Context: an optimization exercise on an open-source flow, tuned for small area, a short achievable clock period and few clock cycles per item. The choices shown serve that exercise and are no tape-out recipe.
Only simulation tests tie the RTL to the original design; equivalence was not proved.
The clock port is modelled as an ideal driver; clocking choices that lean on that would not hold on a real chip.
Power and IR drop assume default switching activity.

==> build 2: inputs <==
Design lru_block_cache_directory, start of the top module:
module lru_block_cache_directory (
    input  wire logic                          i_clk,
    input  wire logic                          i_rst_n,
    input  wire logic                          i_in_valid,
    output logic                               o_in_stall,
    input  wire logic [lrud_pkg::KIND_W-1:0]   i_kind,
    input  wire logic [lrud_pkg::BLOCK_W-1:0]  i_block_number,
    input  wire logic                          i_insert_dirty,
    output logic                               o_out_valid,
    input  wire logic                          i_out_stall,
    output logic                               o_hit,
    output logic      [lrud_pkg::OWAY_W-1:0]   o_way,
    output logic                               o_evicted,
    output logic      [lrud_pkg::BLOCK_W-1:0]  o_evicted_block,
    output logic                               o_evicted_dirty,
    output logic      [lrud_pkg::TOTAL_W-1:0]  o_hit_total,
    output logic      [lrud_pkg::TOTAL_W-1:0]  o_miss_total,
    input  wire logic                          psel,
    input  wire logic                          penable,
    input  wire logic                          pwrite,
    input  wire logic [lrud_pkg::ADDR_W-1:0]   paddr,
    input  wire logic [lrud_pkg::DATA_W-1:0]   pwdata,
    output logic      [lrud_pkg::DATA_W-1:0]   prdata,
    output logic                               pready
);
==> module lru_block_cache_directory, before the edit <==
module lru_block_cache_directory (
    input  wire logic                          i_clk,
    input  wire logic                          i_rst_n,
    input  wire logic                          i_in_valid,
    output logic                               o_in_stall,
    input  wire logic [lrud_pkg::KIND_W-1:0]   i_kind,
    input  wire logic [lrud_pkg::BLOCK_W-1:0]  i_block_number,
    input  wire logic                          i_insert_dirty,
    output logic                               o_out_valid,
    input  wire logic                          i_out_stall,
    output logic                               o_hit,
    output logic      [lrud_pkg::OWAY_W-1:0]   o_way,
    output logic                               o_evicted,
    output logic      [lrud_pkg::BLOCK_W-1:0]  o_evicted_block,
    output logic                               o_evicted_dirty,
    output logic      [lrud_pkg::TOTAL_W-1:0]  o_hit_total,
    output logic      [lrud_pkg::TOTAL_W-1:0]  o_miss_total,
    input  wire logic                          psel,
    input  wire logic                          penable,
    input  wire logic                          pwrite,
    input  wire logic [lrud_pkg::ADDR_W-1:0]   paddr,
    input  wire logic [lrud_pkg::DATA_W-1:0]   pwdata,
    output logic      [lrud_pkg::DATA_W-1:0]   prdata,
    output logic                               pready
);
    logic                         r0_valid;
    lrud_pkg::t_req               r0_req, in_req;
    logic                         o0_valid, o1_valid;
    logic                         r_in_stall;
    logic                         proc;
    logic                         r0_free;
    logic                         in_acc;
    logic                         o0_load;
    logic                         n_r0_valid, n_o0_valid, n_o1_valid;
    logic [lrud_pkg::WAY_W-1:0]   last_way;
    typedef struct packed {
        logic                         hit;
        logic [lrud_pkg::OWAY_W-1:0]  way;
        logic                         evicted;
        logic [lrud_pkg::BLOCK_W-1:0] evicted_block;
        logic                         evicted_dirty;
        logic                         inc_hit;
        logic                         inc_miss;
    } t_beat;
    t_beat                        d_res, o0, o1, o0_in;
    logic [lrud_pkg::TOTAL_W-1:0] r_hit_total, r_miss_total;
    assign in_req.kind         = i_kind;
    assign in_req.block_number = i_block_number;
    assign in_req.insert_dirty = i_insert_dirty;
    assign proc       = r0_valid && !o1_valid;
    assign r0_free    = !r0_valid || !o1_valid;
    assign in_acc     = i_in_valid && !r_in_stall;
    assign o0_load    = !o0_valid || !i_out_stall;
    assign o_in_stall = r_in_stall;
    always_comb begin
        n_r0_valid = r0_free ? in_acc : r0_valid;
        n_o0_valid = o0_load ? (o1_valid || proc) : o0_valid;
        n_o1_valid = o0_load ? 1'b0 : (o1_valid || proc);
    end
    always_ff @(posedge i_clk) begin
        if (!i_rst_n) begin
            r0_valid   <= 1'b0;
            o0_valid   <= 1'b0;
            o1_valid   <= 1'b0;
            r_in_stall <= 1'b0;
        end else begin
            r0_valid   <= n_r0_valid;
            o0_valid   <= n_o0_valid;
            o1_valid   <= n_o1_valid;
            r_in_stall <= n_r0_valid && n_o1_valid;
        end
    end
    always_comb begin
        o0_in = o1_valid ? o1 : d_res;
        if (!(o1_valid || proc)) begin
            o0_in.inc_hit  = 1'b0;
            o0_in.inc_miss = 1'b0;
        end
    end
    always_ff @(posedge i_clk) begin
        if (r0_free) begin
            r0_req <= in_req;
        end
        if (!o1_valid) begin
            o1 <= d_res;
        end
        if (!i_rst_n) begin
            o0 <= '0;
        end else if (o0_load) begin
            o0 <= o0_in;
        end
    end
    always_ff @(posedge i_clk) begin
        if (!i_rst_n) begin
            r_hit_total  <= '0;
            r_miss_total <= '0;
        end else begin
            if (o0_load && o0_in.inc_hit && (r_hit_total != '1)) begin
                r_hit_total <= r_hit_total + lrud_pkg::TOTAL_W'(1);
            end
            if (o0_load && o0_in.inc_miss && (r_miss_total != '1)) begin
                r_miss_total <= r_miss_total + lrud_pkg::TOTAL_W'(1);
            end
        end
    end
    lrud_cfg u_cfg (
        .i_clk         (i_clk),
        .i_rst_n       (i_rst_n),
        .psel          (psel),
        .penable       (penable),
        .pwrite        (pwrite),
        .paddr         (paddr),
        .pwdata        (pwdata),
        .prdata        (prdata),
        .pready        (pready),
        .o_ways_in_use (),
        .o_last_way    (last_way)
    );
    lrud_dir u_dir (
        .i_clk           (i_clk),
        .i_rst_n         (i_rst_n),
        .i_req_valid     (proc),
        .i_req           (r0_req),
        .i_last_way      (last_way),
        .o_hit           (d_res.hit),
        .o_way           (d_res.way),
        .o_evicted       (d_res.evicted),
        .o_evicted_block (d_res.evicted_block),
        .o_evicted_dirty (d_res.evicted_dirty),
        .o_inc_hit       (d_res.inc_hit),
        .o_inc_miss      (d_res.inc_miss)
    );
    assign o_out_valid     = o0_valid;
    assign o_hit           = o0.hit;
    assign o_way           = o0.way;
    assign o_evicted       = o0.evicted;
    assign o_evicted_block = o0.evicted_block;
    assign o_evicted_dirty = o0.evicted_dirty;
    assign o_hit_total     = r_hit_total;
    assign o_miss_total    = r_miss_total;
endmodule
export LEC_CHECK = 0
export CAP_MARGIN = 20
export CORE_MARGIN = 2
export CORE_UTILIZATION = 60
export CTS_CLUSTER_DIAMETER = 80
export CTS_CLUSTER_SIZE = 20
export SLEW_MARGIN = 20
export TNS_END_PERCENT = 5
create_clock -name core_clock -period 13.0 [get_ports {i_clk}]
standard.sh (not shown) runs the stock make flow with config.mk's settings and CLKGATE_MAP_FILE= SYNTH_SCRIPT=/design/flow/synth_recipe.tcl, a recipe that flattens the netlist after the stock synthesis.
==> flow/flow/run.sh <==
#!/bin/bash
# Layout flow: the standard ORFS flow (standard.sh) with
#  - port buffers of buf_2 instead of the default choice, a slow delay buffer;
set -euo pipefail
export FLOW_CLOCK_PORT=i_clk
bash standard.sh \
    "BUFFER_PORTS_ARGS=-buffer_cell sky130_fd_sc_hd__buf_2" \
    SETUP_SLACK_MARGIN=9.5 \
    "PRE_CTS_TCL=$PWD/flow/cts_hook.tcl" \
    finish > flow_make.log 2>&1
==> flow/flow/cts_hook.tcl <==
set ::my_clock_port [expr {[info exists ::env(FLOW_CLOCK_PORT)] ? $::env(FLOW_CLOCK_PORT) : "i_clk"}]
rename clock_tree_synthesis my_orig_clock_tree_synthesis
proc clock_tree_synthesis {args} {
  my_orig_clock_tree_synthesis {*}$args
  set block [ord::get_db_block]
  set port_net [$block findNet $::my_clock_port]
  set loads {}
  foreach it [$port_net getITerms] { lappend loads $it }
  if {[llength $loads] != 1} {
    puts "cts_hook: clock port drives [llength $loads] pins, tree left as built"
    return
  }
  set root [[lindex $loads 0] getInst]
  set root_out [[$root findITerm X] getNet]
  set below {}
  foreach it [$root_out getITerms] {
    if {[$it getInst] ne $root} { lappend below $it }
  }
  if {[llength $below] > 4 || [llength [$root_out getBTerms]] > 0} {
    puts "cts_hook: root buffer drives [llength $below] pins, tree left as built"
    return
  }
  set root_name [$root getName]
  set root_out_name [$root_out getName]
  foreach it $below {
    set inst_name [[$it getInst] getName]
    set pin_name [[$it getMTerm] getName]
    disconnect_pin $root_out_name $inst_name/$pin_name
    connect_pin $::my_clock_port $inst_name/$pin_name
  }
  disconnect_pin $::my_clock_port $root_name/A
  delete_instance $root_name
  delete_net $root_out_name
  puts "cts_hook: removed root buffer $root_name; clock port now drives [llength $below] buffers"
}
==> build 76: changes against build 2 <==
--- a/flow/design.v
+++ b/flow/design.v
@@ -296,3 +296,5 @@
     always_ff @(posedge i_clk) begin
-        if (r0_free) begin
+        if (!i_rst_n) begin
+            r0_req <= '0;
+        end else if (r0_free) begin
             r0_req <= in_req;
@@ -308,13 +310,24 @@
     end
+    logic                         hit_en, miss_en;
+    logic [lrud_pkg::TOTAL_W-1:0] n_hit_total, n_miss_total;
+    assign hit_en  = (o0_load && o0_in.inc_hit) || !i_rst_n;
+    assign miss_en = (o0_load && o0_in.inc_miss) || !i_rst_n;
+    always_comb begin
+        n_hit_total  = r_hit_total;
+        n_miss_total = r_miss_total;
+        if (r_hit_total != '1) begin
+            n_hit_total = r_hit_total + lrud_pkg::TOTAL_W'(1);
+        end
+        if (r_miss_total != '1) begin
+            n_miss_total = r_miss_total + lrud_pkg::TOTAL_W'(1);
+        end
+        n_hit_total  = n_hit_total & {lrud_pkg::TOTAL_W{i_rst_n}};
+        n_miss_total = n_miss_total & {lrud_pkg::TOTAL_W{i_rst_n}};
+    end
     always_ff @(posedge i_clk) begin
-        if (!i_rst_n) begin
-            r_hit_total  <= '0;
-            r_miss_total <= '0;
-        end else begin
-            if (o0_load && o0_in.inc_hit && (r_hit_total != '1)) begin
-                r_hit_total <= r_hit_total + lrud_pkg::TOTAL_W'(1);
-            end
-            if (o0_load && o0_in.inc_miss && (r_miss_total != '1)) begin
-                r_miss_total <= r_miss_total + lrud_pkg::TOTAL_W'(1);
-            end
+        if (hit_en) begin
+            r_hit_total <= n_hit_total;
+        end
+        if (miss_en) begin
+            r_miss_total <= n_miss_total;
         end
==> flow/flow/cts_hook.tcl (replaced) <==
# Sourced by ORFS's cts.tcl before clock_tree_synthesis (PRE_CTS_TCL): wraps
# clock_tree_synthesis so that, once the tree is built:
#  1. its root buffer is removed and the clock port drives the tree's
#     first-level buffers directly, so every register's clock arrives one
#     buffer stage sooner (the same for all of them);
set ::my_clock_port [expr {[info exists ::env(FLOW_CLOCK_PORT)] ? $::env(FLOW_CLOCK_PORT) : "i_clk"}]
set ::my_early_pattern {r0_req*}
rename clock_tree_synthesis my_orig_clock_tree_synthesis

proc my_center {iterms} {
  set sx 0; set sy 0; set n 0
  foreach it $iterms {
    set b [[$it getInst] getBBox]
    set sx [expr {$sx + ([$b xMin] + [$b xMax]) / 2}]
    set sy [expr {$sy + ([$b yMin] + [$b yMax]) / 2}]
    incr n
  }
  return [list [expr {$sx / $n}] [expr {$sy / $n}]]
}

proc clock_tree_synthesis {args} {
  my_orig_clock_tree_synthesis {*}$args
  set port $::my_clock_port
  set block [ord::get_db_block]
  set port_net [$block findNet $port]
  set loads [$port_net getITerms]
  if {[llength $loads] != 1} {
    puts "cts_hook: clock port drives [llength $loads] pins, tree left as built"
    return
  }
  set root [[lindex $loads 0] getInst]
  set root_out [[$root findITerm X] getNet]
  set mids {}
  foreach it [$root_out getITerms] {
    if {[$it getInst] ne $root} { lappend mids $it }
  }
  if {[llength $mids] > 2 || [llength [$root_out getBTerms]] > 0} {
    puts "cts_hook: root buffer drives [llength $mids] pins, tree left as built"
    return
  }
  set master [$root getMaster]
  foreach it $mids {
    $it disconnect
    $it connect $port_net
  }
  [$root findITerm A] disconnect
  odb::dbInst_destroy $root
  odb::dbNet_destroy $root_out
  # early leaves for the request register
  set early {}
  foreach inst [$block getInsts] {
    if {[string match $::my_early_pattern [$inst getName]]} {
      set ck [$inst findITerm CLK]
      if {$ck ne "NULL" && [$ck getNet] ne "NULL"} { lappend early $ck }
    }
  }
  set free [expr {4 - [llength [$port_net getITerms]]}]
  if {[llength $early] > 0 && $free > 0} {
    set keyed {}
    foreach it $early {
      set b [[$it getInst] getBBox]
      lappend keyed [list [$b xMin] $it]
    }
    set keyed [lsort -integer -index 0 $keyed]
    set groups [expr {min($free, 2)}]
    set per [expr {([llength $keyed] + $groups - 1) / $groups}]
    for {set g 0} {$g < $groups} {incr g} {
      set part {}
      foreach e [lrange $keyed [expr {$g * $per}] [expr {($g + 1) * $per - 1}]] { lappend part [lindex $e 1] }
      if {![llength $part]} continue
      set ni [odb::dbInst_create $block $master "clkbuf_early_${g}_$port"]
      set nn [odb::dbNet_create $block "clknet_early_${g}_$port"]
      $nn setSigType CLOCK
      [$ni findITerm A] connect $port_net
      [$ni findITerm X] connect $nn
      foreach it $part {
        $it disconnect
        $it connect $nn
      }
      lassign [my_center $part] cx cy
      $ni setLocation $cx $cy
      $ni setPlacementStatus PLACED
    }
  }
  global_connect
  puts "cts_hook: clock port drives [llength [$port_net getITerms]] buffers; [llength $early] registers on early leaves"
}
==> build 57: changes against build 2 <==
--- a/flow/design.v
+++ b/flow/design.v
@@ -302,5 +302,3 @@
         end
-        if (!i_rst_n) begin
-            o0 <= '0;
-        end else if (o0_load) begin
+        if (o0_load) begin
             o0 <= o0_in;
@@ -308,13 +306,24 @@
     end
+    logic                         hit_en, miss_en;
+    logic [lrud_pkg::TOTAL_W-1:0] n_hit_total, n_miss_total;
+    assign hit_en  = (o0_load && o0_in.inc_hit) || !i_rst_n;
+    assign miss_en = (o0_load && o0_in.inc_miss) || !i_rst_n;
+    always_comb begin
+        n_hit_total  = r_hit_total;
+        n_miss_total = r_miss_total;
+        if (r_hit_total != '1) begin
+            n_hit_total = r_hit_total + lrud_pkg::TOTAL_W'(1);
+        end
+        if (r_miss_total != '1) begin
+            n_miss_total = r_miss_total + lrud_pkg::TOTAL_W'(1);
+        end
+        n_hit_total  = n_hit_total & {lrud_pkg::TOTAL_W{i_rst_n}};
+        n_miss_total = n_miss_total & {lrud_pkg::TOTAL_W{i_rst_n}};
+    end
     always_ff @(posedge i_clk) begin
-        if (!i_rst_n) begin
-            r_hit_total  <= '0;
-            r_miss_total <= '0;
-        end else begin
-            if (o0_load && o0_in.inc_hit && (r_hit_total != '1)) begin
-                r_hit_total <= r_hit_total + lrud_pkg::TOTAL_W'(1);
-            end
-            if (o0_load && o0_in.inc_miss && (r_miss_total != '1)) begin
-                r_miss_total <= r_miss_total + lrud_pkg::TOTAL_W'(1);
-            end
+        if (hit_en) begin
+            r_hit_total <= n_hit_total;
+        end
+        if (miss_en) begin
+            r_miss_total <= n_miss_total;
         end
--- a/flow/flow/run.sh
+++ b/flow/flow/run.sh
@@ -7,3 +7,3 @@
     "BUFFER_PORTS_ARGS=-buffer_cell sky130_fd_sc_hd__buf_2" \
-    SETUP_SLACK_MARGIN=9.5 \
+    SETUP_SLACK_MARGIN=9.3 \
     "PRE_CTS_TCL=$PWD/flow/cts_hook.tcl" \
==> comparison table <==
item	build 57	build 76	build 2
Result of the run	complete, no violations	complete, no violations	complete, no violations
Final non-clock buffer share	7.75%	-	8.96%
Number of standard cells after synthesis	1520	1792	1602
Setup slack at placement	8.41 ns	8.36 ns	8.10 ns
Clock group share of total power	32.5%	34.1%	32.8%
Number of synthesized flops with an enable pin	369	296	299
Routed length on met3	5460 um	6310 um	6360 um
Startpoint-to-endpoint class of the critical path	register to register	register to output pin	register to register
Internal reg-to-reg setup slack	9.21 ns	9.48 ns	9.26 ns
P_seq	1.64 mW	1.62 mW	1.58 mW
Sum of met2 wire segment lengths after detailed routing	28000 um	30200 um	25200 um
Worst Path Buf+Inv	2	1	2
Global-route wire length before repair	85500 um	95300 um	85100 um
Leakage component of the power	8.33 nW	8.55 nW	8.57 nW
Adder and majority cell fraction of the synthesized area	0.184%	0.174%	0.185%
Multiplexer share of the synthesized area	0.791%	0.832%	1.86%
Number of non-clock buffers	256	-	264
Net switching power	0.624 mW	0.660 mW	0.595 mW
Die X-Extent	188 um	193 um	188 um
Routability congestion estimate from global placement	0.933	1.03	0.928
Post-detailed-route wirelength per cell	27.2 um	27.7 um	25.3 um
Testbench counts of build 2, summed over its fixed seeds: cycles 16,016, items 16,000.
Testbench counts of build 76, summed over its fixed seeds: cycles 16,016, items 16,000.
Testbench counts of build 57, summed over its fixed seeds: cycles 16,016, items 16,000.

-- port drivers added, routing unchanged --
How much do the figures lean on ideal ports? The routed layouts below were timed once more, with nothing changed but the port constraints.
Step 1 sets driving cells, clkbuf_16 on the clock port and buf_2 on the other inputs (assumed; they add their load-dependent delay and slew).
Step 2, shift: input delay + t, output delay - t, t = (earliest + latest rising clock arrival at the registers) / 2. This alone moves slack from input paths to output paths.
a / b / c = no drivers / after step 1 / after step 2; a / b = the first two.
run	t, ns	setup slack, ns	worst setup path after step 2	clock arrival spread, ns	worst slew at a driven data input, ns
build 2	0.510	9.264 / 9.235 / 8.851	input to register	0.036 / 0.037	0.04
build 76	0.420	9.367 / 9.264 / 9.189	input to register	0.309 / 0.310	0.05
build 57	0.518	9.215 / 9.193 / 8.948	input to register	0.030 / 0.029	0.05
In build 76 the clock reaches the registers at very different times; t lies between them, and the last value is a rough guide only. The setup slack of build 2, which loses most, moves by -0.029 ns with the drivers and by -0.413 ns with both steps.
